Background: an optimization exercise with open tools, aiming at a short achievable clock period and few clock cycles. Do not read the settings as production practice.
Where RTL was checked, it was by simulation tests only, not by an equivalence proof against the original.
Only the layout flow was run in runs 1 and 2; the RTL was not checked for function there.
No activity file was given, so power comes from the tool's default toggle rates.

File: flow/run.sh
#!/bin/bash
# synth_recipe.tcl (not shown) runs the flow's synth.tcl, then flattens the netlist and writes it again
# the make line also repeats each setting of config.mk as NAME=value (left out here)
make -C /OpenROAD-flow-scripts/flow DESIGN_CONFIG=/design/flow/config.mk WORK_HOME=/design/flow/orfs CLKGATE_MAP_FILE= SYNTH_SCRIPT=/design/flow/synth_recipe.tcl finish
File: flow/config.mk
export PLATFORM = sky130hd
export DESIGN_NAME = rv32i_core
export DESIGN_NICKNAME = rv32i_core
export VERILOG_FILES = /design/flow/design.v
export SDC_FILE = /design/flow/constraint.sdc
export NUM_CORES = 4
export LEC_CHECK = 0
export ABC_CLOCK_PERIOD_IN_PS = 3000
export CAP_MARGIN = 20
export CORE_MARGIN = 2
export CORE_UTILIZATION = 40
export SETUP_SLACK_MARGIN = 5
export SLEW_MARGIN = 20
File: flow/constraint.sdc
create_clock -name core_clock -period 8.5 [get_ports {clk}]
set_input_delay 1.7000 -clock core_clock [delete_from_list [all_inputs] [get_ports {clk}]]
set_output_delay 1.7000 -clock core_clock [all_outputs]
set_load 0.01 [all_outputs]
File: flow/design.v
`default_nettype none
package rv32_pkg;
    typedef logic [31:0] xlen_t;
    typedef logic [31:0] instr_t;
    typedef logic [4:0]  reg_addr_t;
    localparam logic [6:0] OPC_OP     = 7'b0110011;
    localparam logic [6:0] OPC_OP_IMM = 7'b0010011;
    localparam logic [6:0] OPC_LUI    = 7'b0110111;
    localparam logic [6:0] OPC_AUIPC  = 7'b0010111;
    localparam logic [6:0] OPC_BRANCH = 7'b1100011;
    localparam logic [6:0] OPC_JAL    = 7'b1101111;
    localparam logic [6:0] OPC_JALR   = 7'b1100111;
    localparam int RS_ADD  = 0;
    localparam int RS_SLL  = 1;
    localparam int RS_SLT  = 2;
    localparam int RS_SLTU = 3;
    localparam int RS_XOR  = 4;
    localparam int RS_SR   = 5;
    localparam int RS_OR   = 6;
    localparam int RS_AND  = 7;
    localparam int RS_LINK = 8;
    localparam int RS_N    = 9;
    localparam int BR_N = 6;
    localparam int BTB_IDX = 5;
    localparam int BTB_TAG = 7;
endpackage
`default_nettype wire
`timescale 1ns/1ns
`default_nettype none
module alu (
    input  logic [rv32_pkg::RS_N-1:0] sel,
    input  logic                      sra,
    input  logic [31:0]               sum,
    input  logic                      lt,
    input  logic                      ltu,
    input  logic [31:0]               a,
    input  logic [31:0]               b,
    input  logic [31:0]               link,
    output logic [31:0]               result
);
    logic [31:0] sll;
    logic [31:0] srl;
    assign sll  = a << b[4:0];
    assign srl  = sra ? 32'($signed(a) >>> b[4:0]) : (a >> b[4:0]);
    assign result = ({32{sel[rv32_pkg::RS_ADD]}}  & sum)
                  | ({32{sel[rv32_pkg::RS_SLL]}}  & sll)
                  | ({32{sel[rv32_pkg::RS_SLT]}}  & {31'b0, lt})
                  | ({32{sel[rv32_pkg::RS_SLTU]}} & {31'b0, ltu})
                  | ({32{sel[rv32_pkg::RS_XOR]}}  & (a ^ b))
                  | ({32{sel[rv32_pkg::RS_SR]}}   & srl)
                  | ({32{sel[rv32_pkg::RS_OR]}}   & (a | b))
                  | ({32{sel[rv32_pkg::RS_AND]}}  & (a & b))
                  | ({32{sel[rv32_pkg::RS_LINK]}} & link);
endmodule
`default_nettype wire
`timescale 1ns/1ns
`default_nettype none
module fetch_unit (
    input  logic                        clk,
    input  logic                        rst,
    output logic [31:0]                 imem_addr,
    input  logic                        redirect_valid,
    input  logic [31:1]                 redirect_target,
    input  logic                        redirect_taken,
    input  logic                        redirect_kill_t,
    input  logic                        redirect_kill_n,
    input  logic [31:1]                 redirect_tgt_t,
    input  logic [31:1]                 redirect_tgt_n,
    input  logic                        upd_valid,
    input  logic [rv32_pkg::BTB_IDX-1:0] upd_idx,
    input  logic [rv32_pkg::BTB_TAG-1:0] upd_tag,
    input  logic [31:1]                 upd_target,
    output logic [31:1]                 pc_f,
    output logic                        m_valid,
    output logic [31:1]                 pc_m
);
    localparam int NE = 1 << rv32_pkg::BTB_IDX;
    localparam int IL = 2;
    localparam int IH = rv32_pkg::BTB_IDX + 1;
    localparam int TL = rv32_pkg::BTB_IDX + 2;
    localparam int TH = rv32_pkg::BTB_IDX + rv32_pkg::BTB_TAG + 1;
    logic                        rst_q;
    logic [NE-1:0]               btb_v;
    logic [rv32_pkg::BTB_TAG-1:0] btb_tag [0:NE-1];
    logic [31:1]                 btb_tgt [0:NE-1];
    logic [rv32_pkg::BTB_IDX-1:0] idx;
    logic                        hit;
    logic                        pc_f_zero;
    logic [31:1]                 pred;
    logic [31:1]                 next_t;
    logic [31:1]                 next_n;
    assign imem_addr = {pc_f, 1'b0};
    assign idx       = pc_f[IH:IL];
    assign hit       = btb_v[idx] && (btb_tag[idx] == pc_f[TH:TL]);
    assign pc_f_zero = (pc_f == '0);
    assign pred      = hit ? btb_tgt[idx] : (pc_f + 31'd2);
    assign next_t    = redirect_kill_t ? redirect_tgt_t : pred;
    assign next_n    = redirect_kill_n ? redirect_tgt_n : pred;
    always_ff @(posedge clk) begin
        rst_q <= rst;
        pc_m  <= pc_f;
        if (rst) begin
            pc_f    <= (rst_q && pc_f_zero) ? 31'd2 : 31'd0;
            m_valid <= pc_f_zero;
        end else begin
            m_valid <= !redirect_valid;
            pc_f    <= redirect_taken ? next_t : next_n;
        end
    end
    always_ff @(posedge clk) begin
        if (rst) begin
            btb_v <= '0;
        end else if (upd_valid) begin
            btb_v[upd_idx] <= 1'b1;
        end
        if (upd_valid) begin
            btb_tag[upd_idx] <= upd_tag;
            btb_tgt[upd_idx] <= upd_target;
        end
    end
endmodule
`default_nettype wire
`timescale 1ns/1ns
`default_nettype none
module decode_unit (
    input  logic                      clk,
    input  logic                      rst,
    input  logic [31:0]               instr,
    input  logic                      m_valid,
    input  logic [31:1]               pc_m,
    input  logic [31:1]               pc_f,
    input  logic                      kill,
    output logic [4:0]                rs1_addr,
    output logic [4:0]                rs2_addr,
    input  logic [31:0]               rs1_data,
    input  logic [31:0]               rs2_data,
    output logic                      e_valid,
    output logic [31:1]               e_pc,
    output logic [31:1]               e_link,
    output logic [31:1]               e_pnpc,
    output logic                      e_seq_ok,
    output logic [31:0]               e_a,
    output logic [31:0]               e_b,
    output logic                      e_fa,
    output logic                      e_fb,
    output logic [31:0]               e_imm,
    output logic [rv32_pkg::RS_N-1:0] e_sel,
    output logic                      e_sub,
    output logic                      e_sra,
    output logic [rv32_pkg::BR_N-1:0] e_br,
    output logic                      e_jal,
    output logic                      e_jalr,
    output logic                      e_wr,
    output logic [4:0]                e_rd
);
    logic [6:0]  opcode;
    logic [2:0]  funct3;
    logic [4:0]  rd;
    logic [31:0] imm_i;
    logic [31:0] imm_u;
    logic [31:0] imm_b;
    logic [31:0] imm_j;
    logic [31:1] link;
    logic is_op, is_opi, is_lui, is_auipc, is_br, is_jal, is_jalr;
    logic use1, use2;
    logic [rv32_pkg::RS_N-1:0] sel;
    logic [rv32_pkg::BR_N-1:0] br;
    logic [31:0] a;
    logic [31:0] b;
    logic [31:0] imm;
    logic        wr;
    assign opcode   = instr[6:0];
    assign rd       = instr[11:7];
    assign funct3   = instr[14:12];
    assign rs1_addr = instr[19:15];
    assign rs2_addr = instr[24:20];
    assign imm_i = {{20{instr[31]}}, instr[31:20]};
    assign imm_u = {instr[31:12], 12'b0};
    assign imm_b = {{19{instr[31]}}, instr[31], instr[7], instr[30:25], instr[11:8], 1'b0};
    assign imm_j = {{11{instr[31]}}, instr[31], instr[19:12], instr[20], instr[30:21], 1'b0};
    assign is_op    = opcode == rv32_pkg::OPC_OP;
    assign is_opi   = opcode == rv32_pkg::OPC_OP_IMM;
    assign is_lui   = opcode == rv32_pkg::OPC_LUI;
    assign is_auipc = opcode == rv32_pkg::OPC_AUIPC;
    assign is_br    = opcode == rv32_pkg::OPC_BRANCH;
    assign is_jal   = opcode == rv32_pkg::OPC_JAL;
    assign is_jalr  = opcode == rv32_pkg::OPC_JALR;
    assign use1 = is_op || is_opi || is_jalr || is_br;
    assign use2 = is_op || is_br;
    assign link = pc_m + 31'd2;
    always_comb begin
        sel = '0;
        if (is_op || is_opi) begin
            sel[funct3 == 3'b000 ? rv32_pkg::RS_ADD  :
                funct3 == 3'b001 ? rv32_pkg::RS_SLL  :
                funct3 == 3'b010 ? rv32_pkg::RS_SLT  :
                funct3 == 3'b011 ? rv32_pkg::RS_SLTU :
                funct3 == 3'b100 ? rv32_pkg::RS_XOR  :
                funct3 == 3'b101 ? rv32_pkg::RS_SR   :
                funct3 == 3'b110 ? rv32_pkg::RS_OR   : rv32_pkg::RS_AND] = 1'b1;
        end
        if (is_lui || is_auipc) sel[rv32_pkg::RS_ADD]  = 1'b1;
        if (is_jal || is_jalr)  sel[rv32_pkg::RS_LINK] = 1'b1;
    end
    always_comb begin
        br = '0;
        if (is_br) begin
            case (funct3)
                3'b000:  br[0] = 1'b1;
                3'b001:  br[1] = 1'b1;
                3'b100:  br[2] = 1'b1;
                3'b101:  br[3] = 1'b1;
                3'b110:  br[4] = 1'b1;
                3'b111:  br[5] = 1'b1;
                default: ;
            endcase
        end
    end
    assign wr = (is_op || is_opi || is_lui || is_auipc || is_jal || is_jalr) && rd != '0;
    assign a   = use1 ? rs1_data : (is_auipc ? {pc_m, 1'b0} : 32'd0);
    assign b   = use2 ? rs2_data : (is_opi ? imm_i : imm_u);
    assign imm = is_br ? imm_b : (is_jal ? imm_j : imm_i);
    always_ff @(posedge clk) begin
        e_valid  <= m_valid && !kill && !rst;
        e_pc     <= pc_m;
        e_link   <= link;
        e_pnpc   <= pc_f;
        e_seq_ok <= pc_f == link;
        e_a      <= a;
        e_b      <= b;
        e_fa     <= use1 && e_valid && e_wr && rs1_addr == e_rd;
        e_fb     <= use2 && e_valid && e_wr && rs2_addr == e_rd;
        e_imm    <= imm;
        e_sel    <= sel;
        e_sub    <= is_op && instr[30];
        e_sra    <= instr[30];
        e_br     <= br;
        e_jal    <= is_jal;
        e_jalr   <= is_jalr;
        e_wr     <= wr;
        e_rd     <= rd;
    end
endmodule
`default_nettype wire
`timescale 1ns/1ns
`default_nettype none
module register_file (
    input  logic        clk,
    input  logic        rst,
    input  logic [4:0]  rs1_addr,
    input  logic [4:0]  rs2_addr,
    output logic [31:0] rs1_data,
    output logic [31:0] rs2_data,
    input  logic        wb_valid,
    input  logic [4:0]  wb_rd,
    input  logic [31:0] wb_data
);
    logic [31:0] regs [1:31];
    always_ff @(posedge clk) begin
        if (rst) begin
            for (int i = 1; i < 32; i++) begin
                regs[i] <= '0;
            end
        end else if (wb_valid) begin
            regs[wb_rd] <= wb_data;
        end
    end
    always_comb begin
        if (rs1_addr == '0)                      rs1_data = '0;
        else if (wb_valid && wb_rd == rs1_addr)  rs1_data = wb_data;
        else                                     rs1_data = regs[rs1_addr];
        if (rs2_addr == '0)                      rs2_data = '0;
        else if (wb_valid && wb_rd == rs2_addr)  rs2_data = wb_data;
        else                                     rs2_data = regs[rs2_addr];
    end
endmodule
`default_nettype wire
`timescale 1ns/1ns
`default_nettype none
module execute_unit (
    input  logic                         clk,
    input  logic                         rst,
    input  logic                         e_valid,
    input  logic [31:1]                  e_pc,
    input  logic [31:1]                  e_link,
    input  logic [31:1]                  e_pnpc,
    input  logic                         e_seq_ok,
    input  logic [31:0]                  e_a,
    input  logic [31:0]                  e_b,
    input  logic                         e_fa,
    input  logic                         e_fb,
    input  logic [31:0]                  e_imm,
    input  logic [rv32_pkg::RS_N-1:0]    e_sel,
    input  logic                         e_sub,
    input  logic                         e_sra,
    input  logic [rv32_pkg::BR_N-1:0]    e_br,
    input  logic                         e_jal,
    input  logic                         e_jalr,
    input  logic                         e_wr,
    input  logic [4:0]                   e_rd,
    output logic                         redirect_valid,
    output logic [31:1]                  redirect_target,
    output logic                         redirect_taken,
    output logic                         redirect_kill_t,
    output logic                         redirect_kill_n,
    output logic [31:1]                  redirect_tgt_t,
    output logic [31:1]                  redirect_tgt_n,
    output logic                         upd_valid,
    output logic [rv32_pkg::BTB_IDX-1:0] upd_idx,
    output logic [rv32_pkg::BTB_TAG-1:0] upd_tag,
    output logic [31:1]                  upd_target,
    output logic                         wb_valid,
    output logic [4:0]                   wb_rd,
    output logic [31:0]                  wb_data
);
    logic [31:0] op_a;
    logic [31:0] op_b;
    logic [31:0] result;
    logic [31:0] sum;
    logic        lt, ltu;
    logic [31:0] sum_p [0:3];
    logic [3:0]  lt_p, ltu_p, tk_p;
    logic        taken;
    logic [31:0] br_sum;
    logic [31:0] jr_sum;
    logic        br_ok, jr_ok;
    logic        kill_t, kill_n;
    logic [31:1] tgt_t, tgt_n;
    assign op_a = e_fa ? wb_data : e_a;
    assign op_b = e_fb ? wb_data : e_b;
    always_comb begin
        logic [31:0] pa, pb;
        logic        peq;
        for (int p = 0; p < 4; p++) begin
            pa = p[0] ? wb_data : e_a;
            pb = p[1] ? wb_data : e_b;
            sum_p[p] = pa + (pb ^ {32{e_sub}}) + {31'b0, e_sub};
            peq      = pa == pb;
            lt_p[p]  = $signed(pa) < $signed(pb);
            ltu_p[p] = pa < pb;
            tk_p[p]  = |(e_br & {!ltu_p[p], ltu_p[p], !lt_p[p], lt_p[p], !peq, peq});
        end
    end
    assign sum   = sum_p[{e_fb, e_fa}];
    assign lt    = lt_p[{e_fb, e_fa}];
    assign ltu   = ltu_p[{e_fb, e_fa}];
    assign taken = tk_p[{e_fb, e_fa}];
    alu u_alu (
        .sel    (e_sel),
        .sra    (e_sra),
        .sum    (sum),
        .lt     (lt),
        .ltu    (ltu),
        .a      (op_a),
        .b      (op_b),
        .link   ({e_link, 1'b0}),
        .result (result)
    );
    assign br_sum = {e_pc, 1'b0} + e_imm;
    assign jr_sum = e_fa ? (wb_data + e_imm) : (e_a + e_imm);
    always_comb begin
        logic [31:1] cb;
        logic [31:1] cj;
        br_ok = 1'b1;
        jr_ok = 1'b1;
        cb[1] = 1'b0;
        cj[1] = op_a[0] & e_imm[0];
        for (int i = 2; i < 32; i++) begin
            cb[i] = (e_pc[i-1] & e_imm[i-1]) | ((e_pc[i-1] ^ e_imm[i-1]) & ~e_pnpc[i-1]);
            cj[i] = (op_a[i-1] & e_imm[i-1]) | ((op_a[i-1] ^ e_imm[i-1]) & ~e_pnpc[i-1]);
        end
        for (int i = 1; i < 32; i++) begin
            br_ok = br_ok & ~(e_pc[i] ^ e_imm[i] ^ e_pnpc[i] ^ cb[i]);
            jr_ok = jr_ok & ~(op_a[i] ^ e_imm[i] ^ e_pnpc[i] ^ cj[i]);
        end
    end
    assign kill_t = e_valid && (e_jalr ? !jr_ok : !br_ok);
    assign tgt_t  = e_jalr ? jr_sum[31:1] : br_sum[31:1];
    assign kill_n = e_valid && (e_jalr ? !jr_ok : (e_jal ? !br_ok : !e_seq_ok));
    assign tgt_n  = e_jalr ? jr_sum[31:1] : (e_jal ? br_sum[31:1] : e_link);
    assign redirect_taken  = taken;
    assign redirect_kill_t = kill_t;
    assign redirect_kill_n = kill_n;
    assign redirect_tgt_t  = tgt_t;
    assign redirect_tgt_n  = tgt_n;
    assign redirect_valid  = taken ? kill_t : kill_n;
    assign redirect_target = taken ? tgt_t : tgt_n;
    always_ff @(posedge clk) begin
        upd_valid  <= redirect_valid && !rst;
        upd_idx    <= e_pc[rv32_pkg::BTB_IDX+1:2];
        upd_tag    <= e_pc[rv32_pkg::BTB_IDX+rv32_pkg::BTB_TAG+1:rv32_pkg::BTB_IDX+2];
        upd_target <= redirect_target;
    end
    always_ff @(posedge clk) begin
        wb_valid <= e_valid && e_wr && !rst;
        wb_rd    <= e_rd;
        wb_data  <= result;
    end
endmodule
`default_nettype wire
`timescale 1ns/1ns
`default_nettype none
module rv32i_core (
    input  logic             clk,
    input  logic             rst,
    output logic [31:0]      imem_addr,
    input  logic [31:0]      imem_data,
    output logic             wb_valid,
    output logic [4:0]       wb_rd,
    output logic [31:0]      wb_data
);
    logic        redirect_valid;
    logic [31:1] redirect_target;
    logic        redirect_taken;
    logic        redirect_kill_t;
    logic        redirect_kill_n;
    logic [31:1] redirect_tgt_t;
    logic [31:1] redirect_tgt_n;
    logic        upd_valid;
    logic [rv32_pkg::BTB_IDX-1:0] upd_idx;
    logic [rv32_pkg::BTB_TAG-1:0] upd_tag;
    logic [31:1] upd_target;
    logic [31:1] pc_f;
    logic        m_valid;
    logic [31:1] pc_m;
    logic [4:0]  rs1_addr;
    logic [4:0]  rs2_addr;
    logic [31:0] rs1_data;
    logic [31:0] rs2_data;
    logic                      e_valid;
    logic [31:1]               e_pc;
    logic [31:1]               e_link;
    logic [31:1]               e_pnpc;
    logic                      e_seq_ok;
    logic [31:0]               e_a;
    logic [31:0]               e_b;
    logic                      e_fa;
    logic                      e_fb;
    logic [31:0]               e_imm;
    logic [rv32_pkg::RS_N-1:0] e_sel;
    logic                      e_sub;
    logic                      e_sra;
    logic [rv32_pkg::BR_N-1:0] e_br;
    logic                      e_jal;
    logic                      e_jalr;
    logic                      e_wr;
    logic [4:0]                e_rd;
    fetch_unit u_fetch (
        .clk             (clk),
        .rst             (rst),
        .imem_addr       (imem_addr),
        .redirect_valid  (redirect_valid),
        .redirect_target (redirect_target),
        .redirect_taken  (redirect_taken),
        .redirect_kill_t (redirect_kill_t),
        .redirect_kill_n (redirect_kill_n),
        .redirect_tgt_t  (redirect_tgt_t),
        .redirect_tgt_n  (redirect_tgt_n),
        .upd_valid       (upd_valid),
        .upd_idx         (upd_idx),
        .upd_tag         (upd_tag),
        .upd_target      (upd_target),
        .pc_f            (pc_f),
        .m_valid         (m_valid),
        .pc_m            (pc_m)
    );
    decode_unit u_decode (
        .clk      (clk),
        .rst      (rst),
        .instr    (imem_data),
        .m_valid  (m_valid),
        .pc_m     (pc_m),
        .pc_f     (pc_f),
        .kill     (redirect_valid),
        .rs1_addr (rs1_addr),
        .rs2_addr (rs2_addr),
        .rs1_data (rs1_data),
        .rs2_data (rs2_data),
        .e_valid  (e_valid),
        .e_pc     (e_pc),
        .e_link   (e_link),
        .e_pnpc   (e_pnpc),
        .e_seq_ok (e_seq_ok),
        .e_a      (e_a),
        .e_b      (e_b),
        .e_fa     (e_fa),
        .e_fb     (e_fb),
        .e_imm    (e_imm),
        .e_sel    (e_sel),
        .e_sub    (e_sub),
        .e_sra    (e_sra),
        .e_br     (e_br),
        .e_jal    (e_jal),
        .e_jalr   (e_jalr),
        .e_wr     (e_wr),
        .e_rd     (e_rd)
    );
    register_file u_regfile (
        .clk      (clk),
        .rst      (rst),
        .rs1_addr (rs1_addr),
        .rs2_addr (rs2_addr),
        .rs1_data (rs1_data),
        .rs2_data (rs2_data),
        .wb_valid (wb_valid),
        .wb_rd    (wb_rd),
        .wb_data  (wb_data)
    );
    execute_unit u_execute (
        .clk             (clk),
        .rst             (rst),
        .e_valid         (e_valid),
        .e_pc            (e_pc),
        .e_link          (e_link),
        .e_pnpc          (e_pnpc),
        .e_seq_ok        (e_seq_ok),
        .e_a             (e_a),
        .e_b             (e_b),
        .e_fa            (e_fa),
        .e_fb            (e_fb),
        .e_imm           (e_imm),
        .e_sel           (e_sel),
        .e_sub           (e_sub),
        .e_sra           (e_sra),
        .e_br            (e_br),
        .e_jal           (e_jal),
        .e_jalr          (e_jalr),
        .e_wr            (e_wr),
        .e_rd            (e_rd),
        .redirect_valid  (redirect_valid),
        .redirect_target (redirect_target),
        .redirect_taken  (redirect_taken),
        .redirect_kill_t (redirect_kill_t),
        .redirect_kill_n (redirect_kill_n),
        .redirect_tgt_t  (redirect_tgt_t),
        .redirect_tgt_n  (redirect_tgt_n),
        .upd_valid       (upd_valid),
        .upd_idx         (upd_idx),
        .upd_tag         (upd_tag),
        .upd_target      (upd_target),
        .wb_valid        (wb_valid),
        .wb_rd           (wb_rd),
        .wb_data         (wb_data)
    );
endmodule
`default_nettype wire
==> results_dict.tcl, run 1 <==
set metrics [dict create \
    status "timing/DRC/antenna clean" \
    placementRows 212 \
    tightest_slew_ps 1180 \
    die_h_um 583 \
    syn_inst 9795 \
    ir_worst_vdd_mv 0.247 \
    die_area_mm2 0.339 \
    clkLatencyLatePin_ps 930 \
    power_leakage_nw 54.4 \
    wirelength_mm 512 \
    hold_violations 0 \
    cp.arrival_ps 4810 \
    gp_congestion 1.01 \
    vias 96352 \
    grt_pass1_vias 93604 \
    required_ps 9240 \
    min_period_ps 4070 \
    dp_cells 13686 \
    clock_sinks 2592 \
    cts.root.buffer_cell "clkbuf_16" \
    worstSetupEndpointType "register" \
    cts_tree "done" \
    synth.ff_latch_count 2592 \
    grt_use_total 0.293 \
    rrSetupSlack_ps 4430 \
    synthArstFlopShare 0 \
    nets 10490 \
    synthFlopType "edfxtp_1" \
    ys_top_cells_by_area "edfxtp_1, mux4_2, dfxtp_1" \
    antenna_found_initial 26 \
    cp_max_fo 6 \
    instances_no_fill 14677 \
    skew_ps 56.6 \
    hold-path-cell-count 0 \
    core_area_mm2 0.333 \
    first_pass_iters 8 \
    ys_seq_area_frac 0.555 \
    ant_nets 0 \
    yosysTopAreaCellShare 0.502 \
    dp_hpwl_mm 304 \
    timing.setup.tns_ps 0 \
    r2r_cells 17 \
    ios 104 \
    whs_ps 393 \
    cts_hold_buf 0 \
    drc 0 \
    worst_r2r_endpoint "u_fetch.pc_f[9]" \
    nFillCells 28554 \
    grt_pass1_wl_mm 712 \
    overflow 0 \
    initial_core_util 0.402 \
    maxCapViolCount 0 \
    rr_startpoint "u_decode.e_fa" \
    yosysWarnings 5 \
    drv_slew 0 \
    hp-start "u_decode.e_rd[0]" \
    whs_endpoint "u_execute.wb_rd[0]" \
    rsz0062_at_grt "yes" \
    viasPerCell 6.56 \
    cp-start-kind "register" \
    period_share 0.479 \
    grt_max_degree 148 \
    hold_class "reg -> reg" \
    synth_edf_count 2240 \
    numCtsBuffers 290 \
    maxClockFrequency_mhz 246 \
    synth_area_per_cell_um2 13.7 \
    p_per_area_mw_per_mm2 197 \
    clockBufferDepth 4 \
    htree_levels 5 \
    portBuffers 102 \
    synthDistinctLibCells 101 \
    slew_headroom 0.216 \
    synth_area_leader_cell "edfxtp_1" \
    clkTransAtPathRegs_ps 60 \
    syn2layout_area_growth_pct 19.0 \
    synth_nets 10243 \
    fp.dieW_um 583 \
    setup_viol 0 \
    wl_per_cell_um 34.9 \
    dr.first_iter.drc_count 13270 \
    critical_path_class "reg -> reg" \
    syn_area_mm2 0.134 \
    drive_gt1_frac 0.279 \
]
[synthesized netlist by cell type (30+ instances only)]
| cell type | instances |
|---|---|
| o211ai_1 | 76 |
| o21a_1 | 55 |
| nor2b_1 | 31 |
| a22oi_1 | 30 |
| nand4_1 | 62 |
| a31oi_1 | 52 |
| xor2_1 | 174 |
| ha_1 | 349 |
| edfxtp_1 | 2240 |
| inv_1 | 248 |
| xnor2_1 | 225 |
| dfxtp_1 | 352 |
| mux4_2 | 918 |
| a221oi_1 | 129 |
| buf_1 | 111 |
| nand2b_1 | 34 |
| fa_1 | 65 |
| a21o_1 | 108 |
| nor3_1 | 1066 |
| o21ai_0 | 346 |
| nand3_1 | 100 |
| clkbuf_1 | 671 |
| a21oi_1 | 440 |
| mux2_2 | 48 |
| nor2_1 | 521 |
| a211oi_1 | 57 |
| buf_2 | 40 |
| nor4_1 | 51 |
| mux2i_1 | 310 |
| nand2_1 | 438 |
[worst max path at each step]
stage	from	end	slack [ps]	depth (start not counted)
2_1_floorplan	u_decode.e_sub	u_execute.wb_data[16]	4390	18
3_3_place_gp	u_execute.wb_data[2]	u_fetch.pc_f[4]	2770	13
3_5_place_dp	u_execute.wb_data[2]	u_fetch.pc_f[6]	2680	13
4_1_cts	u_decode.e_fa	u_fetch.pc_f[31]	4390	16
5_1_grt	u_decode.e_fa	u_fetch.pc_f[7]	4240	18
6_report	u_decode.e_fa	u_fetch.pc_f[9]	4430	17
[metrics by stage]
step | area, µm² | util | setup slack (ps) | total power [mW]
floorplan | 136000 | - | 4390 | 17.2
global placement | 140000 | 0.420 | 2770 | 18.5
detailed placement | 140000 | 0.420 | 2680 | 18.6
CTS | 157000 | 0.471 | 4390 | 31.4
global route | 159000 | 0.478 | 4240 | 32.2
finish | 159000 | 0.478 | 4430 | 31.5
[flip-flops by register name (all words and copies together) (netlist names), 21 cells and up]
name                  count
u_decode.e_a             32
u_decode.e_b             32
u_decode.e_imm           21
u_decode.e_link          30
u_decode.e_pc            31
u_decode.e_pnpc          31
u_execute.upd_target     31
u_execute.wb_data        32
u_fetch.btb_tag         224
u_fetch.btb_tgt         992
u_fetch.btb_v            32
u_fetch.pc_f             31
u_regfile.regs         1024
[cells in the final DEF, fill, tap and decap left out, drive strengths merged, types with 24 or more instances in the layout]
master and instances:
a211oi 57, a21o 108, a21oi 443, a221oi 129
a22oi 30, a31oi 52, and3 27, buf 681
bufbuf 25, bufinv 24, clkbuf 395, clkinv 106
dfxtp 352, dlygate4sd2 28, edfxtp 2240, fa 65
ha 349, inv 262, mux2 48, mux2i 310
mux4 918, nand2 439, nand2b 34, nand3 101
nand4 62, nor2 524, nor2b 32, nor3 1066
nor4 52, o211ai 77, o21a 55, o21ai 348
o21bai 26, o31ai 30, xnor2 229, xor2 174
[worst max-delay path, stage by stage (launching register included)]
cell	delay, ps
dfxtp_4	380
buf_12	150
buf_12	160
mux2i_4	290
inv_4	70
fa_2	630
xor2_4	240
nand4_1	180
nor4_2	270
nand4_1	240
nand2_2	210
a311o_1	220
a21oi_4	100
nor2_4	260
buf_6	150
buf_6	100
mux2i_2	220
a211oi_2	50
[power by group]
group          switching, mW  leakage (nW)  internal, mW
clock network           5.36          4.59          7.29
logic                   2.37          25.3          1.85
registers              0.441          24.5          14.2
[cells by family after synthesis]
family	synth area share
flip-flops	0.555
AND/OR/NAND/NOR	0.0860
AO/OA/AOI/OAI	0.0767
multiplexers	0.182
buffers and inverters	0.0315
adder cells (fa/ha/maj)	0.0423
XOR/XNOR	0.0268
other	0.0000280
[cell type report]
| cell class | count | area [µm²] | area share |
|---|---|---|---|
| repair buffers | 776 | 8820 | 0.0554 |
| repair inverters | 7 | 53.8 | 0.000338 |
| inverters | 259 | 1080 | 0.00676 |
| multi-input cells | 6116 | 59900 | 0.376 |
| flip-flops and latches | 2592 | 74600 | 0.468 |
| clock inverters | 142 | 1540 | 0.00967 |
| diodes | 13 | 32.5 | 0.000204 |
| clock buffers | 385 | 7860 | 0.0493 |
| well taps | 4387 | 5490 | 0.0344 |
[per-layer routing]
metal	GRT usage	part of all wire	vias to the layer above
met5	0	0.00014	-
met1	0.391	0.38	49771
li1	-	-	39094
met4	0.171	0.068	12
met3	0.0638	0.11	1287
met2	0.441	0.44	6188
[timing repair]
action	CTS	global route
pin swaps	139	161
setup endpoints to repair	1023	337
endpoints found under the hold margin	0	0
resized for setup	1042	340
setup buffers	319	78
gates cloned	45	8
==> inputs of run 2 (changes only) <==
--- a/flow/design.v
+++ b/flow/design.v
@@ -25,2 +25,3 @@
     localparam int BTB_TAG = 7;
+    localparam int BTB_TGT = 13;
 endpackage
@@ -71,3 +72,7 @@
     input  logic [rv32_pkg::BTB_TAG-1:0] upd_tag,
-    input  logic [31:1]                 upd_target,
+    input  logic [rv32_pkg::BTB_TGT:1]  upd_target,
+    input  logic                        upd_retc,
+    input  logic                        ras_push,
+    input  logic                        ras_pop,
+    input  logic [rv32_pkg::BTB_TGT:1]  ras_link,
     output logic [31:1]                 pc_f,
@@ -84,3 +89,8 @@
     logic [rv32_pkg::BTB_TAG-1:0] btb_tag [0:NE-1];
-    logic [31:1]                 btb_tgt [0:NE-1];
+    logic [rv32_pkg::BTB_TGT:1]  btb_tgt [0:NE-1];
+    logic [NE-1:0]               btb_ret;
+    logic [rv32_pkg::BTB_TGT:1]  ras [0:3];
+    logic [1:0]                  ras_ptr;
+    logic [rv32_pkg::BTB_TGT:1]  ras_top;
+    logic [rv32_pkg::BTB_TGT:1]  last_pop;
     logic [rv32_pkg::BTB_IDX-1:0] idx;
@@ -89,2 +99,3 @@
     logic [31:1]                 pred;
+    logic [rv32_pkg::BTB_TGT:1]  hit_tgt;
     logic [31:1]                 next_t;
@@ -93,5 +104,17 @@
     assign idx       = pc_f[IH:IL];
-    assign hit       = btb_v[idx] && (btb_tag[idx] == pc_f[TH:TL]);
     assign pc_f_zero = (pc_f == '0);
-    assign pred      = hit ? btb_tgt[idx] : (pc_f + 31'd2);
+    assign ras_top   = ras_push ? ras_link : ras[ras_ptr];
+    always_comb begin
+        logic [rv32_pkg::BTB_TGT:1] t;
+        hit = 1'b0;
+        t   = '0;
+        for (int i = 0; i < NE; i++) begin
+            if (btb_v[i] && idx == i && btb_tag[i] == pc_f[TH:TL]) begin
+                hit = 1'b1;
+            end
+            t = t | ({rv32_pkg::BTB_TGT{idx == i}} & (btb_ret[i] ? ras_top : btb_tgt[i]));
+        end
+        hit_tgt = t;
+    end
+    assign pred      = hit ? {pc_f[31:rv32_pkg::BTB_TGT+1], hit_tgt} : (pc_f + 31'd2);
     assign next_t    = redirect_kill_t ? redirect_tgt_t : pred;
@@ -118,2 +141,18 @@
             btb_tgt[upd_idx] <= upd_target;
+            btb_ret[upd_idx] <= upd_retc && (upd_target == last_pop);
+        end
+    end
+    always_ff @(posedge clk) begin
+        if (rst) begin
+            ras_ptr  <= '0;
+            last_pop <= '0;
+            for (int i = 0; i < 4; i++) begin
+                ras[i] <= '0;
+            end
+        end else if (ras_push) begin
+            ras_ptr           <= ras_ptr + 2'd1;
+            ras[ras_ptr + 2'd1] <= ras_link;
+        end else if (ras_pop) begin
+            ras_ptr  <= ras_ptr - 2'd1;
+            last_pop <= ras[ras_ptr];
         end
@@ -152,2 +191,4 @@
     output logic                      e_jalr,
+    output logic                      e_push,
+    output logic                      e_pop,
     output logic                      e_wr,
@@ -239,2 +280,4 @@
         e_jalr   <= is_jalr;
+        e_push   <= (is_jal || is_jalr) && rd != '0;
+        e_pop    <= is_jalr && rd == '0;
         e_wr     <= wr;
@@ -268,8 +311,11 @@
     always_comb begin
-        if (rs1_addr == '0)                      rs1_data = '0;
-        else if (wb_valid && wb_rd == rs1_addr)  rs1_data = wb_data;
-        else                                     rs1_data = regs[rs1_addr];
-        if (rs2_addr == '0)                      rs2_data = '0;
-        else if (wb_valid && wb_rd == rs2_addr)  rs2_data = wb_data;
-        else                                     rs2_data = regs[rs2_addr];
+        logic [31:0] r1, r2;
+        r1 = '0;
+        r2 = '0;
+        for (int i = 1; i < 32; i++) begin
+            r1 = r1 | ({32{rs1_addr == i}} & regs[i]);
+            r2 = r2 | ({32{rs2_addr == i}} & regs[i]);
+        end
+        rs1_data = (wb_valid && wb_rd == rs1_addr) ? wb_data : r1;
+        rs2_data = (wb_valid && wb_rd == rs2_addr) ? wb_data : r2;
     end
@@ -298,2 +344,4 @@
     input  logic                         e_jalr,
+    input  logic                         e_push,
+    input  logic                         e_pop,
     input  logic                         e_wr,
@@ -310,3 +358,7 @@
     output logic [rv32_pkg::BTB_TAG-1:0] upd_tag,
-    output logic [31:1]                  upd_target,
+    output logic [rv32_pkg::BTB_TGT:1]   upd_target,
+    output logic                         upd_retc,
+    output logic                         ras_push,
+    output logic                         ras_pop,
+    output logic [rv32_pkg::BTB_TGT:1]   ras_link,
     output logic                         wb_valid,
@@ -363,9 +415,14 @@
         logic [31:1] cj;
+        logic [31:1] cw;
+        logic        ja, jw;
         br_ok = 1'b1;
-        jr_ok = 1'b1;
+        ja    = 1'b1;
+        jw    = 1'b1;
         cb[1] = 1'b0;
-        cj[1] = op_a[0] & e_imm[0];
+        cj[1] = e_a[0] & e_imm[0];
+        cw[1] = wb_data[0] & e_imm[0];
         for (int i = 2; i < 32; i++) begin
             cb[i] = (e_pc[i-1] & e_imm[i-1]) | ((e_pc[i-1] ^ e_imm[i-1]) & ~e_pnpc[i-1]);
-            cj[i] = (op_a[i-1] & e_imm[i-1]) | ((op_a[i-1] ^ e_imm[i-1]) & ~e_pnpc[i-1]);
+            cj[i] = (e_a[i-1] & e_imm[i-1]) | ((e_a[i-1] ^ e_imm[i-1]) & ~e_pnpc[i-1]);
+            cw[i] = (wb_data[i-1] & e_imm[i-1]) | ((wb_data[i-1] ^ e_imm[i-1]) & ~e_pnpc[i-1]);
         end
@@ -373,4 +430,6 @@
             br_ok = br_ok & ~(e_pc[i] ^ e_imm[i] ^ e_pnpc[i] ^ cb[i]);
-            jr_ok = jr_ok & ~(op_a[i] ^ e_imm[i] ^ e_pnpc[i] ^ cj[i]);
+            ja    = ja & ~(e_a[i] ^ e_imm[i] ^ e_pnpc[i] ^ cj[i]);
+            jw    = jw & ~(wb_data[i] ^ e_imm[i] ^ e_pnpc[i] ^ cw[i]);
         end
+        jr_ok = e_fa ? jw : ja;
     end
@@ -387,2 +446,5 @@
     assign redirect_target = taken ? tgt_t : tgt_n;
+    assign ras_push = e_valid && e_push;
+    assign ras_pop  = e_valid && e_pop;
+    assign ras_link = e_link[rv32_pkg::BTB_TGT:1];
     always_ff @(posedge clk) begin
@@ -391,3 +453,4 @@
         upd_tag    <= e_pc[rv32_pkg::BTB_IDX+rv32_pkg::BTB_TAG+1:rv32_pkg::BTB_IDX+2];
-        upd_target <= redirect_target;
+        upd_target <= redirect_target[rv32_pkg::BTB_TGT:1];
+        upd_retc   <= e_pop;
     end
@@ -421,3 +484,9 @@
     logic [rv32_pkg::BTB_TAG-1:0] upd_tag;
-    logic [31:1] upd_target;
+    logic [rv32_pkg::BTB_TGT:1] upd_target;
+    logic        upd_retc;
+    logic        ras_push;
+    logic        ras_pop;
+    logic [rv32_pkg::BTB_TGT:1] ras_link;
+    logic        e_push;
+    logic        e_pop;
     logic [31:1] pc_f;
@@ -462,2 +531,6 @@
         .upd_target      (upd_target),
+        .upd_retc        (upd_retc),
+        .ras_push        (ras_push),
+        .ras_pop         (ras_pop),
+        .ras_link        (ras_link),
         .pc_f            (pc_f),
@@ -494,2 +567,4 @@
         .e_jalr   (e_jalr),
+        .e_push   (e_push),
+        .e_pop    (e_pop),
         .e_wr     (e_wr),
@@ -527,2 +602,4 @@
         .e_jalr          (e_jalr),
+        .e_push          (e_push),
+        .e_pop           (e_pop),
         .e_wr            (e_wr),
@@ -540,2 +617,6 @@
         .upd_target      (upd_target),
+        .upd_retc        (upd_retc),
+        .ras_push        (ras_push),
+        .ras_pop         (ras_pop),
+        .ras_link        (ras_link),
         .wb_valid        (wb_valid),
==> run 2 against run 1 <==
Effect of this change: still clean on timing, DRC and antenna; worst setup slack got worse by 290 ps; via count increased by 16%; synthesized area decreased by 15%; largest power group unchanged.
==> results_dict.tcl, run 2 <==
set metrics [dict create \
    period_share 0.513 \
    grt_max_degree 148 \
    timing.setup.tns_ps 0 \
    tightest_slew_ps 1270 \
    hold_class "reg -> reg" \
    p_per_area_mw_per_mm2 187 \
    cts_hold_buf 0 \
    grt_pass1_vias 101602 \
    cts.root.buffer_cell "clkbuf_16" \
    min_period_ps 4360 \
    gp_congestion 1.05 \
    syn_inst 10792 \
    cp_max_fo 10 \
    maxCapViolCount 0 \
    synthMuxAreaShare 0.0161 \
    required_ps 9340 \
    die_h_um 537 \
    drc 0 \
    final_cell_mix "edfxtp_1, nor3_1, nand2_1" \
    cp_top_family "simple AND/OR/NAND/NOR gates" \
    synth_xor_area_frac 0.0508 \
    layout_commonest_cell "edfxtp_1" \
    die_area_mm2 0.288 \
    drv_slew 0 \
    dp_hpwl_mm 396 \
    fin_ws_ps 4140 \
    viasPerCell 7.35 \
    core_area_mm2 0.282 \
    portBuffers 102 \
    clkLatencyLatePin_ps 950 \
    place_area_mm2 0.121 \
    ys_top_cells_by_area "edfxtp_1, dfxtp_1, nor3_1" \
    yosysTopAreaCellShare 0.454 \
    clock_sinks 2070 \
    worstSetupEndpointType "register" \
    nets 11662 \
    synthFlopType "edfxtp_1" \
    dr.first_iter.drc_count 22597 \
    hold_violations 0 \
    grt_use_total 0.443 \
    synth_top_family_by_area "compound AO/OA/AOI/OAI gates" \
    synthDistinctLibCells 100 \
    setup_viol 0 \
    cts_tree "done" \
    cp-start-kind "register" \
    ios 104 \
    ys_seq_area_frac 0.517 \
    crit_path_max_incr_delay_ps 810 \
    top_register "u_regfile.regs" \
    path_buf_inv 7 \
    drive_gt1_frac 0.200 \
    antenna_found_initial 60 \
    ant_nets 0 \
    yosys.area_share.adder 0.0549 \
    largest_register_ffs 992 \
    cp.arrival_ps 5200 \
    fp.dieW_um 537 \
    dp_slack_ps 2340 \
    wirelength_mm 663 \
    synth_most_common_cell "edfxtp_1" \
    overflow 0 \
    stdcell_area_mm2 0.140 \
    rrSetupSlack_ps 4140 \
    synth_common_cells "edfxtp_1, nor3_1, clkbuf_1, o21ai_0, nand2_1" \
    clockBufferDepth 4 \
    slew_headroom 0.145 \
    ir_worst_vdd_mv 0.181 \
    initial_core_util 0.402 \
    synthArstFlopShare 0 \
    skew_ps 74.4 \
    reg_top3 "u_regfile.regs x992, u_fetch.btb_tgt x416, u_fetch.btb_tag x224" \
    first_pass_iters 13 \
    synthSimpleGateAreaFrac 0.137 \
    vias 111514 \
    synth.ff_latch_count 2070 \
    syn2layout_area_growth_pct 23.2 \
    synth_edf_count 1716 \
    rsz0062_at_grt "yes" \
    slowest_stage "nor2_1" \
    clkTransAtPathRegs_ps 70 \
    placementRows 195 \
    cp_cell_sequence "buf_4, buf_16, buf_16, buf_4, nor2_1, o211ai_1, or4bb_4, nor4bb_4, buf_6, buf_6, buf_8, a221o_1, a221oi_2" \
    power_leakage_nw 49.1 \
    status "timing/DRC/antenna clean" \
    synth_area_leader_cell "edfxtp_1" \
    critical_path_class "reg -> reg" \
    grt_pass1_wl_mm 879 \
    synth_area_per_cell_um2 10.5 \
    wl_per_cell_um 43.7 \
    numCtsBuffers 231 \
    maxClockFrequency_mhz 229 \
    yosysWarnings 5 \
    htree_levels 4 \
    syn_area_mm2 0.113 \
    synth_compound_area_frac 0.184 \
    synth_nets 11267 \
]
-- run 2: what timing repair did --
action / 4_1_cts / 5_1_grt
setup buffers: 440 / 80
endpoints found under the setup margin: 2061 / 517
pin swaps: 206 / 122
resized for setup: 1209 / 270
gates cloned: 38 / 5
-- run 2: layout make-up --
cell class                 instances  area [µm²]
clock buffer                     293        6290
clock inverter                   134        1350
multi-input combinational       7520       55400
inverter                         270        1150
timing repair buffer            1093       11800
tap                             3743        4680
sequential                      2070       59000
timing repair inverter             1        16.3
fill                           25046      143000
antenna                           39        97.6
-- run 2: kinds of logic (layout without fill, tap and decap cells) --
family	after synthesis	in the layout
muxes	147	150
buffers and inverters	1213	1791
and+or+nand+nor	3208	3215
DFF	2070	2070
xor gates and xnor gates	658	658
AOI/OAI and AO/OA	3054	3055
other	1	40
adders and majority gates	441	441
-- run 2: routing by layer --
| layer | global-route usage | vias up | share of wire |
|---|---|---|---|
| met5 | 0.00493 | - | 0.00078 |
| met4 | 0.306 | 40 | 0.090 |
| met3 | 0.183 | 3158 | 0.16 |
| met2 | 0.605 | 11309 | 0.39 |
| met1 | 0.566 | 54665 | 0.36 |
| li1 | - | 42342 | - |
-- run 2: through the flow --
step,util,hold WS (ps),power (mW),cells
floorplan,-,347,13.5,10792
global placement,0.428,380,15.1,14118
detailed placement,0.429,372,15.1,14131
CTS,0.488,387,25.7,15036
global route,0.495,395,26.4,15126
finish,0.495,397,26.1,15163
-- run 2: where the power goes --
group / switching, mW / total, mW / internal [mW]
logic: 2.55 / 3.70 / 1.14
clock network: 4.56 / 10.5 / 5.93
registers: 0.515 / 11.9 / 11.4
total: 7.63 / 26.1 / 18.5
-- run 2: final timing paths --
kind / startpoint / to / cells after the start
setup / recovery: u_decode.e_fa / u_fetch.pc_f[31] / 13
hold / removal: u_decode.e_pnpc[16] / u_decode.e_pc[16] / 0
setup reg to reg: u_decode.e_fa / u_fetch.pc_f[31] / 13
hold reg to reg: u_decode.e_pnpc[16] / u_decode.e_pc[16] / 0
==> inputs of run 3 (changes only) <==
--- a/flow/design.v
+++ b/flow/design.v
@@ -26,2 +26,4 @@
     localparam int BTB_TGT = 13;
+    localparam int LP_IDX = 4;
+    localparam int LP_CNT = 4;
 endpackage
@@ -74,2 +76,6 @@
     input  logic                        upd_retc,
+    input  logic                        upd_bwd,
+    input  logic                        lpu_valid,
+    input  logic [rv32_pkg::LP_IDX-1:0] lpu_idx,
+    input  logic                        lpu_taken,
     input  logic                        ras_push,
@@ -91,2 +97,8 @@
     logic [NE-1:0]               btb_ret;
+    logic [NE-1:0]               btb_bwd;
+    localparam int NL = 1 << rv32_pkg::LP_IDX;
+    logic [NL-1:0]               lp_v;
+    logic [rv32_pkg::LP_CNT-1:0] lp_trip [0:NL-1];
+    logic [rv32_pkg::LP_CNT-1:0] lp_cnt  [0:NL-1];
+    logic [NL-1:0]               lp_exit;
     logic [rv32_pkg::BTB_TGT:1]  ras [0:3];
@@ -107,2 +119,7 @@
     always_comb begin
+        for (int j = 0; j < NL; j++) begin
+            lp_exit[j] = lp_v[j] && (lp_cnt[j] == lp_trip[j]);
+        end
+    end
+    always_comb begin
         logic [rv32_pkg::BTB_TGT:1] t;
@@ -111,3 +128,4 @@
         for (int i = 0; i < NE; i++) begin
-            if (btb_v[i] && idx == i && btb_tag[i] == pc_f[TH:TL]) begin
+            if (btb_v[i] && idx == i && btb_tag[i] == pc_f[TH:TL] &&
+                !(btb_bwd[i] && lp_exit[i % NL])) begin
                 hit = 1'b1;
@@ -142,2 +160,22 @@
             btb_ret[upd_idx] <= upd_retc && (upd_target == last_pop);
+            btb_bwd[upd_idx] <= upd_bwd;
+        end
+    end
+    always_ff @(posedge clk) begin
+        if (rst) begin
+            lp_v <= '0;
+            for (int j = 0; j < NL; j++) begin
+                lp_cnt[j]  <= '0;
+                lp_trip[j] <= '0;
+            end
+        end else if (lpu_valid) begin
+            if (lpu_taken) begin
+                if (lp_cnt[lpu_idx] != '1) begin
+                    lp_cnt[lpu_idx] <= lp_cnt[lpu_idx] + 1'b1;
+                end
+            end else begin
+                lp_v[lpu_idx]    <= 1'b1;
+                lp_trip[lpu_idx] <= lp_cnt[lpu_idx];
+                lp_cnt[lpu_idx]  <= '0;
+            end
         end
@@ -193,2 +231,3 @@
     output logic                      e_pop,
+    output logic                      e_bwd,
     output logic                      e_wr,
@@ -282,2 +321,3 @@
         e_pop    <= is_jalr && rd == '0;
+        e_bwd    <= (br != '0) && instr[31];
         e_wr     <= wr;
@@ -346,2 +386,3 @@
     input  logic                         e_pop,
+    input  logic                         e_bwd,
     input  logic                         e_wr,
@@ -360,2 +401,6 @@
     output logic                         upd_retc,
+    output logic                         upd_bwd,
+    output logic                         lpu_valid,
+    output logic [rv32_pkg::LP_IDX-1:0]  lpu_idx,
+    output logic                         lpu_taken,
     output logic                         ras_push,
@@ -450,3 +495,7 @@
     always_ff @(posedge clk) begin
-        upd_valid  <= redirect_valid && !rst;
+        upd_valid  <= redirect_valid && !(e_bwd && !taken) && !rst;
+        upd_bwd    <= e_bwd;
+        lpu_valid  <= e_valid && e_bwd && !rst;
+        lpu_idx    <= e_pc[rv32_pkg::LP_IDX+1:2];
+        lpu_taken  <= taken;
         upd_idx    <= e_pc[rv32_pkg::BTB_IDX+1:2];
@@ -486,2 +535,7 @@
     logic        upd_retc;
+    logic        upd_bwd;
+    logic        lpu_valid;
+    logic [rv32_pkg::LP_IDX-1:0] lpu_idx;
+    logic        lpu_taken;
+    logic        e_bwd;
     logic        ras_push;
@@ -532,2 +586,6 @@
         .upd_retc        (upd_retc),
+        .upd_bwd         (upd_bwd),
+        .lpu_valid       (lpu_valid),
+        .lpu_idx         (lpu_idx),
+        .lpu_taken       (lpu_taken),
         .ras_push        (ras_push),
@@ -569,2 +627,3 @@
         .e_pop    (e_pop),
+        .e_bwd    (e_bwd),
         .e_wr     (e_wr),
@@ -604,2 +663,3 @@
         .e_pop           (e_pop),
+        .e_bwd           (e_bwd),
         .e_wr            (e_wr),
@@ -618,2 +678,6 @@
         .upd_retc        (upd_retc),
+        .upd_bwd         (upd_bwd),
+        .lpu_valid       (lpu_valid),
+        .lpu_idx         (lpu_idx),
+        .lpu_taken       (lpu_taken),
         .ras_push        (ras_push),
--- a/flow/config.mk
+++ b/flow/config.mk
@@ -8,3 +8,3 @@
 export ABC_CLOCK_PERIOD_IN_PS = 3000
-export CAP_MARGIN = 20
+export CAP_MARGIN = 40
 export CORE_MARGIN = 2
@@ -12,2 +12,2 @@
 export SETUP_SLACK_MARGIN = 5
-export SLEW_MARGIN = 20
+export SLEW_MARGIN = 40
==> run 3 against run 2 <==
Effect of this change: clock skew fell by 12 ps; global-route usage fell by 1.4 points; clock power rose by 11%; synthesized cell count rose by 6.4%; synthesized area rose by 7.3%; flip-flop and latch count rose by 180; still clean on timing, DRC and antenna; combinational power fell by 6.2%; largest power group unchanged; via count rose by 4.1%; wire length rose by 4.0%; worst hold slack got worse by 17 ps; largest cell class unchanged; cell area rose by 6.5%; sequential power rose by 7%.
==> results_dict.tcl, run 3 <==
set metrics [dict create \
    status "timing/DRC/antenna clean" \
    gp_congestion 1.06 \
    largest_register_ffs 992 \
    grt.busiest_layer "met2" \
    grt_util_met2 0.600 \
    core_area_mm2 0.303 \
    syn_area_mm2 0.122 \
    hold_class "reg -> reg" \
    drive_gt1_frac 0.195 \
    grt_pass1_vias 106808 \
    first_pass_iters 13 \
    synth_area_per_cell_um2 10.6 \
    hold-path-cell-count 0 \
    dr.first_iter.drc_count 22552 \
    wirelength_mm 690 \
    final_util 0.491 \
    top_register "u_regfile.regs" \
    crit_path_max_incr_delay_ps 630 \
    min_period_ps 4440 \
    worst_r2r_endpoint "u_fetch.pc_f[6]" \
    fp.dieW_um 556 \
    die_area_mm2 0.309 \
    synth_nets 11961 \
    p_int_mw 19.9 \
    cts.root.buffer_cell "clkbuf_16" \
    synth_common_cells "edfxtp_1, nor3_1, nand2_1, clkbuf_1, o21ai_0" \
    p_comb_frac 0.124 \
    yosysTopAreaCellShare 0.463 \
    p_sw_mw 7.94 \
    grt_pass1_wl_mm 917 \
    path_buf_inv 4 \
    cp.arrival_ps 5260 \
    vias 116081 \
    cp-start-kind "register" \
    maxClockFrequency_mhz 225 \
    hp-start "u_decode.e_rd[0]" \
    netSwitchingFraction 0.285 \
    ys_seq_area_frac 0.524 \
    rr_startpoint "u_execute.wb_data[22]" \
    use_met1 0.553 \
    synth.ff_latch_count 2250 \
    worstSetupEndpointType "register" \
    yosysWarnings 5 \
    synthArstFlopShare 0 \
    layout_commonest_cell "edfxtp_1" \
    rrSetupSlack_ps 4060 \
    viasPerCell 7.21 \
    cts_tree "done" \
    final_cell_mix "edfxtp_1, nor3_1, nand2_1" \
    critical_path_class "reg -> reg" \
    ios 104 \
    slew_headroom 0.330 \
    placementRows 202 \
    drv_slew 0 \
    antenna_found_initial 56 \
    maxCapViolCount 0 \
    skew_ps 62.8 \
    power_mw 27.8 \
    required_ps 9310 \
    synth_edf_count 1876 \
    syn2layout_area_growth_pct 22.2 \
    drc 0 \
    initial_core_util 0.402 \
    ant_nets 0 \
    period_share 0.523 \
    clkLatencyLatePin_ps 940 \
    numCtsBuffers 262 \
    power_leakage_nw 52.6 \
    grt_use_total 0.429 \
    setup_viol 0 \
    cp_cell_sequence "inv_8, buf_12, ha_4, nand4_1, or4_4, nor3_4, mux2_4, a2111oi_4, nand4_1, a41oi_4, buf_12, a22oi_2, buf_6, nor2_4, a211oi_2, o41ai_1" \
    clock_sinks 2250 \
    syn_inst 11483 \
    clkPwrFrac 0.421 \
    rsz0062_at_grt "yes" \
    wl_per_cell_um 42.9 \
    ir_worst_vdd_mv 0.147 \
    synth_area_leader_cell "edfxtp_1" \
    seqPwrFrac 0.454 \
    cp_max_fo 16 \
    synth_most_common_cell "edfxtp_1" \
    clockBufferDepth 4 \
    overflow 0 \
    die_h_um 556 \
    synthFlopType "edfxtp_1" \
    grt_use_met3 0.156 \
    synthDistinctLibCells 98 \
    reg_top3 "u_regfile.regs x992, u_fetch.btb_tgt x416, u_fetch.btb_tag x224" \
    ys_top_cells_by_area "edfxtp_1, dfxtp_1, nor3_1" \
    dp_hpwl_mm 433 \
    slowest_stage "or4_4" \
    portBuffers 102 \
    grt_max_degree 129 \
    nets 12341 \
    cp_top_family "simple AND/OR/NAND/NOR gates" \
    clkTransAtPathRegs_ps 80 \
    p_per_area_mw_per_mm2 187 \
    timing.setup.tns_ps 0 \
    hold_violations 0 \
    cts_hold_buf 0 \
    r2r_cells 16 \
    tightest_slew_ps 1000 \
    htree_levels 5 \
    whs_endpoint "u_execute.wb_rd[0]" \
]
run 3: changes by cell type in the layout (fill, tap and decap cells not counted), sizes merged, moves of 24 or more:
cell / previous run / this run
nand2: 764 / 956
edfxtp: 1716 / 1876
nor2: 461 / 589
a21oi: 465 / 357
o22ai: 139 / 194
xor2: 245 / 299
clkbuf: 301 / 348
and2: 45 / 79
mux2: 21 / 52
a211oi: 100 / 73
nor3: 1130 / 1154
run 3: worst max-delay path by stage:
stage	startpoint	end	slack [ps]	cells after the start
detailed placement	imem_data[20]	u_decode.e_b[13]	2380	9
global placement	imem_data[20]	u_decode.e_b[17]	1240	9
finish	u_execute.wb_data[22]	u_fetch.pc_f[6]	4060	16
CTS	u_execute.wb_data[23]	u_fetch.pc_f[1]	4370	17
floorplan	u_decode.e_sub	u_execute.wb_data[13]	4440	18
global route	u_execute.wb_data[25]	u_fetch.pc_f[6]	4020	15
run 3: cells by family after synthesis:
group,share of synthesized area
other,0.0000308
AO/OA/AOI/OAI,0.168
adder cells (fa/ha/maj),0.0515
XOR/XNOR,0.0526
buffers and inverters,0.0392
flip-flops,0.524
AND/OR/NAND/NOR,0.143
multiplexers,0.0210
run 3: layout make-up:
type / count / area, µm²
flip-flops and latches: 2250 / 64200
clock buffers: 339 / 7150
fillers: 27048 / 154000
repair buffers: 1078 / 11600
multi-input cells: 8009 / 58100
inverters: 258 / 1170
clock inverters: 137 / 1490
repair inverters: 4 / 36.3
well taps: 3978 / 4980
diodes: 40 / 100
run 3: layer usage:
layer	share of wire	up-vias	wire length [µm]
li1	-	44726	-
met1	0.36	57323	248000
met2	0.40	11070	278000
met3	0.15	2920	104000
met4	0.086	42	59500
met5	0.00045	-	312
run 3: worst reg2reg max path, delay by kind of cell (launching register included):
| kind | cells | cell delay (ps) |
|---|---|---|
| buffers and inverters | 4 | 620 |
| muxes | 1 | 330 |
| DFF | 1 | 540 |
| adders and majority gates | 1 | 270 |
| AOI/OAI and AO/OA | 5 | 1250 |
| and+or+nand+nor | 5 | 1320 |
run 3: metrics by stage:
step	cells	hold slack, ps	worst slack, ps	area [µm²]
after floorplan	11483	337	4440	123000
after CTS	15948	374	4370	146000
final	16093	379	4060	149000
after global routing	16057	369	4020	149000
after detailed placement	15087	385	2380	131000
after global placement	15019	389	1240	129000
run 3: timing repair:
action                     4_1_cts  5_1_grt
setup endpoints to repair     1488      609
buffers inserted               364       94
pin swaps                      186      105
gates cloned                    21        9
resized for setup              978      334
run 3: power groups by stage:
stage	clock network [mW]	registers (mW)	logic, mW
after floorplan	0	12.6	1.58
after CTS	11.7	12.6	3.23
final	11.7	12.7	3.47
after global routing	12.1	12.6	3.51
after global placement	0	12.9	2.96
after detailed placement	0	12.8	3.03
Testbench counts of run 3, summed over its fixed seeds: cycles 56,161.
==> inputs of run 4 (changes only) <==
--- a/flow/design.v
+++ b/flow/design.v
@@ -74,3 +74,2 @@
     input  logic [rv32_pkg::BTB_TAG-1:0] upd_tag,
-    input  logic [rv32_pkg::BTB_TGT:1]  upd_target,
     input  logic                        upd_retc,
@@ -114,2 +113,4 @@
     logic [31:1]                 next_n;
+    logic [31:1]                 pc_next;
+    logic [31:1]                 rst_pc;
     assign imem_addr = {pc_f, 1'b0};
@@ -137,4 +138,11 @@
     assign pred      = hit ? {pc_f[31:rv32_pkg::BTB_TGT+1], hit_tgt} : (pc_f + 31'd2);
-    assign next_t    = redirect_kill_t ? redirect_tgt_t : pred;
-    assign next_n    = redirect_kill_n ? redirect_tgt_n : pred;
+    assign rst_pc    = (rst_q && pc_f_zero) ? 31'd2 : 31'd0;
+    assign next_t    = rst ? rst_pc : (redirect_kill_t ? redirect_tgt_t : pred);
+    assign next_n    = rst ? rst_pc : (redirect_kill_n ? redirect_tgt_n : pred);
+    pc_select u_pc_select (
+        .sel (redirect_taken),
+        .a   (next_t),
+        .b   (next_n),
+        .y   (pc_next)
+    );
     always_ff @(posedge clk) begin
@@ -142,4 +150,4 @@
         pc_m  <= pc_f;
+        pc_f  <= pc_next;
         if (rst) begin
-            pc_f    <= (rst_q && pc_f_zero) ? 31'd2 : 31'd0;
             m_valid <= pc_f_zero;
@@ -147,3 +155,2 @@
             m_valid <= !redirect_valid;
-            pc_f    <= redirect_taken ? next_t : next_n;
         end
@@ -158,4 +165,4 @@
             btb_tag[upd_idx] <= upd_tag;
-            btb_tgt[upd_idx] <= upd_target;
-            btb_ret[upd_idx] <= upd_retc && (upd_target == last_pop);
+            btb_tgt[upd_idx] <= pc_f[rv32_pkg::BTB_TGT:1];
+            btb_ret[upd_idx] <= upd_retc && (pc_f[rv32_pkg::BTB_TGT:1] == last_pop);
             btb_bwd[upd_idx] <= upd_bwd;
@@ -199,2 +206,12 @@
 `default_nettype wire
+`default_nettype none
+module pc_select (
+    input  logic        sel,
+    input  logic [31:1] a,
+    input  logic [31:1] b,
+    output logic [31:1] y
+);
+    assign y = sel ? a : b;
+endmodule
+`default_nettype wire
 `timescale 1ns/1ns
@@ -351,11 +368,8 @@
     always_comb begin
-        logic [31:0] r1, r2;
-        r1 = '0;
-        r2 = '0;
-        for (int i = 1; i < 32; i++) begin
-            r1 = r1 | ({32{rs1_addr == i}} & regs[i]);
-            r2 = r2 | ({32{rs2_addr == i}} & regs[i]);
-        end
-        rs1_data = (wb_valid && wb_rd == rs1_addr) ? wb_data : r1;
-        rs2_data = (wb_valid && wb_rd == rs2_addr) ? wb_data : r2;
+        if (rs1_addr == '0)                      rs1_data = '0;
+        else if (wb_valid && wb_rd == rs1_addr)  rs1_data = wb_data;
+        else                                     rs1_data = regs[rs1_addr];
+        if (rs2_addr == '0)                      rs2_data = '0;
+        else if (wb_valid && wb_rd == rs2_addr)  rs2_data = wb_data;
+        else                                     rs2_data = regs[rs2_addr];
     end
@@ -399,3 +413,2 @@
     output logic [rv32_pkg::BTB_TAG-1:0] upd_tag,
-    output logic [rv32_pkg::BTB_TGT:1]   upd_target,
     output logic                         upd_retc,
@@ -433,3 +446,3 @@
             pb = p[1] ? wb_data : e_b;
-            sum_p[p] = pa + (pb ^ {32{e_sub}}) + {31'b0, e_sub};
+            sum_p[p] = e_sub ? (pa - pb) : (pa + pb);
             peq      = pa == pb;
@@ -502,3 +515,2 @@
         upd_tag    <= e_pc[rv32_pkg::BTB_IDX+rv32_pkg::BTB_TAG+1:rv32_pkg::BTB_IDX+2];
-        upd_target <= redirect_target[rv32_pkg::BTB_TGT:1];
         upd_retc   <= e_pop;
@@ -533,3 +545,2 @@
     logic [rv32_pkg::BTB_TAG-1:0] upd_tag;
-    logic [rv32_pkg::BTB_TGT:1] upd_target;
     logic        upd_retc;
@@ -584,3 +595,2 @@
         .upd_tag         (upd_tag),
-        .upd_target      (upd_target),
         .upd_retc        (upd_retc),
@@ -676,3 +686,2 @@
         .upd_tag         (upd_tag),
-        .upd_target      (upd_target),
         .upd_retc        (upd_retc),
==> run 4 against run 3 <==
Effect of this change: die area grew 6.6%; combinational power increased by 19%; sequential power hardly changed; cell area up 4.2%; critical endpoint is now u_fetch.pc_f[28]; highest routed layer unchanged.
==> results_dict.tcl, run 4 <==
set metrics [dict create \
    status "timing/DRC/antenna clean" \
    r2r_cells 19 \
    syn_inst 11884 \
    nFillCells 28916 \
    hold-path-cell-count 0 \
    setup_viol 0 \
    fp.dieW_um 574 \
    largest_register_ffs 1024 \
    place_area_mm2 0.137 \
    rsz0062_at_grt "yes" \
    ys_top_cells_by_area "edfxtp_1, mux4_2, dfxtp_1" \
    core_area_mm2 0.323 \
    clockBufferDepth 4 \
    wl_per_cell_um 35.2 \
    antenna_found_initial 26 \
    path_buf_inv 7 \
    worstSetupEndpointType "register" \
    viasPerCell 6.62 \
    syn_area_mm2 0.130 \
    clkLatencyLatePin_ps 920 \
    cp.arrival_ps 4970 \
    ys_seq_area_frac 0.497 \
    synth_edf_count 1908 \
    synthFlopType "edfxtp_1" \
    htree_levels 5 \
    multi_input_area_mm2 0.0646 \
    critical_path_class "reg -> reg" \
    rr_startpoint "u_decode.e_b[30]" \
    ir_worst_vdd_mv 0.160 \
    hp-start "u_decode.e_pnpc[16]" \
    maxCapViolCount 0 \
    power_leakage_nw 55.0 \
    ant_nets 0 \
    dr.first_iter.drc_count 17613 \
    overflow 0 \
    dp_cells 15641 \
    cp_max_fo 8 \
    grt_use_total 0.338 \
    stdcell_area_mm2 0.155 \
    grt_pass1_wl_mm 801 \
    synth_nets 12344 \
    synth_area_leader_cell "edfxtp_1" \
    cts_tree "done" \
    drv_slew 0 \
    hold_violations 0 \
    slew_headroom 0.222 \
    slowest_stage "dfxtp_1" \
    skew_ps 98.8 \
    timing.setup.tns_ps 0 \
    cp_common_cell "buf_4" \
    die_h_um 574 \
    cp.depth 19 \
    clkTransAtPathRegs_ps 60 \
    top_register "u_regfile.regs" \
    numCtsBuffers 266 \
    hold_class "reg -> reg" \
    gp_congestion 1.02 \
    yosysWarnings 5 \
    period_share 0.502 \
    cp-start-kind "register" \
    maxClockFrequency_mhz 234 \
    required_ps 9200 \
    drive_gt1_frac 0.216 \
    synthArstFlopShare 0 \
    initial_core_util 0.401 \
    placementRows 209 \
    dp_slack_ps 2840 \
    die_area_mm2 0.329 \
    grt_max_degree 133 \
    drc 0 \
    reg_top3 "u_regfile.regs x1024, u_fetch.btb_tgt x416, u_fetch.btb_tag x224" \
    clock_sinks 2269 \
    min_period_ps 4260 \
    cp_top_family "compound AO/OA/AOI/OAI gates" \
    final_util 0.479 \
    instances_no_fill 16565 \
    first_pass_iters 7 \
    synth_area_per_cell_um2 10.9 \
    nets 12471 \
    synthDistinctLibCells 107 \
    critPathLaunch "u_decode.e_b[30]" \
    syn2layout_area_growth_pct 19.4 \
    wirelength_mm 584 \
    synth.ff_latch_count 2269 \
    synth_most_common_cell "edfxtp_1" \
    portBuffers 102 \
    tightest_slew_ps 1160 \
    vias 109689 \
    grt_pass1_vias 103317 \
    ios 104 \
    layout_commonest_cell "edfxtp_1" \
    p_per_area_mw_per_mm2 184 \
    yosysTopAreaCellShare 0.441 \
    crit_path_max_incr_delay_ps 440 \
    cts.root.buffer_cell "clkbuf_16" \
    cp_cell_sequence "inv_1, ha_1, inv_1, o21bai_1, a221oi_1, o21ai_0, a311oi_2, buf_4, xnor2_1, nand2_1, a211o_4, buf_12, buf_4, buf_12, nand2_8, o21ai_4, buf_4, o22ai_2, a211oi_2" \
    final_cell_mix "edfxtp_1, nor3_1, nand2_1" \
    dp_hpwl_mm 370 \
    synth_common_cells "edfxtp_1, nor3_1, nand2_1, nor2_1, clkbuf_1" \
    fin_ws_ps 4240 \
    seq_area_mm2 0.0649 \
]
run 4: changes by cell type after synthesis, moves of 84 or more:
| cell | before | now |
|---|---|---|
| mux2i_1 | 100 | 364 |
| xnor2_1 | 432 | 320 |
| a22o_1 | 327 | 25 |
| a21oi_1 | 355 | 661 |
| nand4_1 | 251 | 81 |
| o211ai_1 | 75 | 211 |
| buf_1 | 66 | 155 |
| o22ai_1 | 194 | 110 |
| nor2_1 | 588 | 888 |
| mux4_2 | 43 | 428 |
| o21ai_0 | 808 | 703 |
| a22oi_1 | 297 | 70 |
| a221oi_1 | 352 | 159 |
run 4: cell families after synthesis:
kind of cell / synth area share
xor+xnor: 0.0426
flops: 0.497
fa+ha+maj: 0.0467
compound gates: 0.127
simple gates: 0.132
buf+inv: 0.0408
mux: 0.113
other cells: 0.0000289
run 4: worst paths after layout:
kind | end | slack (ps)
setup reg to reg | u_fetch.pc_f[28] | 4240
hold / removal | u_decode.e_pc[16] | 350
setup / recovery | u_fetch.pc_f[28] | 4240
hold reg to reg | u_decode.e_pc[16] | 350
run 4: repair_timing:
action,CTS,global route
hold buffers,0,0
cloned,37,18
setup buffers,262,107
resized for setup,879,430
endpoints found under the hold margin,0,0
pin swaps,119,139
setup endpoints to repair,1115,480
run 4: cell type report:
cell class                      instances  area share
Clock inverter                        146     0.00965
Clock buffer                          334      0.0467
Antenna cell                           17    0.000274
Sequential cell                      2269       0.418
Timing Repair Buffer                  889      0.0644
Tap cell                             4325      0.0349
Timing Repair inverter                  6    0.000339
Multi-Input combinational cell       8268       0.416
Inverter                              311     0.00891
run 4: layer usage:
layer | wire length (µm) | vias to the layer above | part of all wire | global-route usage
met4 | 38100 | 10 | 0.065 | 0.178
met1 | 220000 | 54884 | 0.38 | 0.451
li1 | - | 45058 | - | -
met3 | 71800 | 1656 | 0.12 | 0.0804
met2 | 254000 | 8081 | 0.43 | 0.509
met5 | 74 | - | 0.00013 | 0
run 4: power breakdown:
part           total (mW)  switching, mW  internal [mW]
Sequential           12.6          0.304           12.3
Clock                11.8           4.95           6.86
Combinational        4.14           2.70           1.44
run 4: worst reg2reg max path: stages (launching register included):
cell and delay [ps]:
dfxtp_1 440, inv_1 160, ha_1 390, inv_1 160
o21bai_1 170, a221oi_1 330, o21ai_0 190, a311oi_2 360
buf_4 180, xnor2_1 140, nand2_1 110, a211o_4 430
buf_12 190, buf_4 140, buf_12 140, nand2_8 80
o21ai_4 130, buf_4 170, o22ai_2 140, a211oi_2 60
run 4: metrics by stage:
step	hold slack (ps)	total power, mW
finish	347	28.6
global route	366	29.2
CTS	346	28.4
detailed placement	374	16.4
global placement	357	16.4
floorplan	351	14.9
Testbench counts of run 4, summed over its fixed seeds: cycles 56,161.

-- what the ideal ports hide --
The results above use ideal ports. As a check the final layouts listed here were re-extracted and re-timed, cells and wires unchanged. Step 1 (the two cells are an assumption about what drives the block):
set clk [get_ports {clk}]
set_driving_cell -lib_cell sky130_fd_sc_hd__clkbuf_16 $clk
set_driving_cell -lib_cell sky130_fd_sc_hd__buf_2 [delete_from_list [all_inputs] $clk]
Step 2 also shifts input and output timing later by t, the mid clock arrival at the registers, as if the neighbouring blocks saw the same clock. Three values: ideal ports, drivers, drivers and shift; two values: the first two.
| run | shift t [ns] | setup slack, ns | hold slack, ns | worst setup path at the end |
|---|---|---|---|---|
| run 1 | 1.002 | 4.431 / 4.431 / 3.888 | 0.393 / 0.393 / 0.393 | input to register |
| run 2 | 1.012 | 4.141 / 4.141 / 3.738 | 0.397 / 0.397 / 0.397 | input to register |
| run 3 | 1.014 | 4.057 / 4.057 / 3.803 | 0.379 / 0.379 / 0.379 | input to register |
| run 4 | 0.984 | 4.235 / 4.235 / 3.805 | 0.347 / 0.347 / 0.347 | input to register |
After both steps every run listed still meets setup and hold. The setup slack of run 1, which loses most, moves by 0.000 ns with the drivers and by -0.543 ns with both steps.
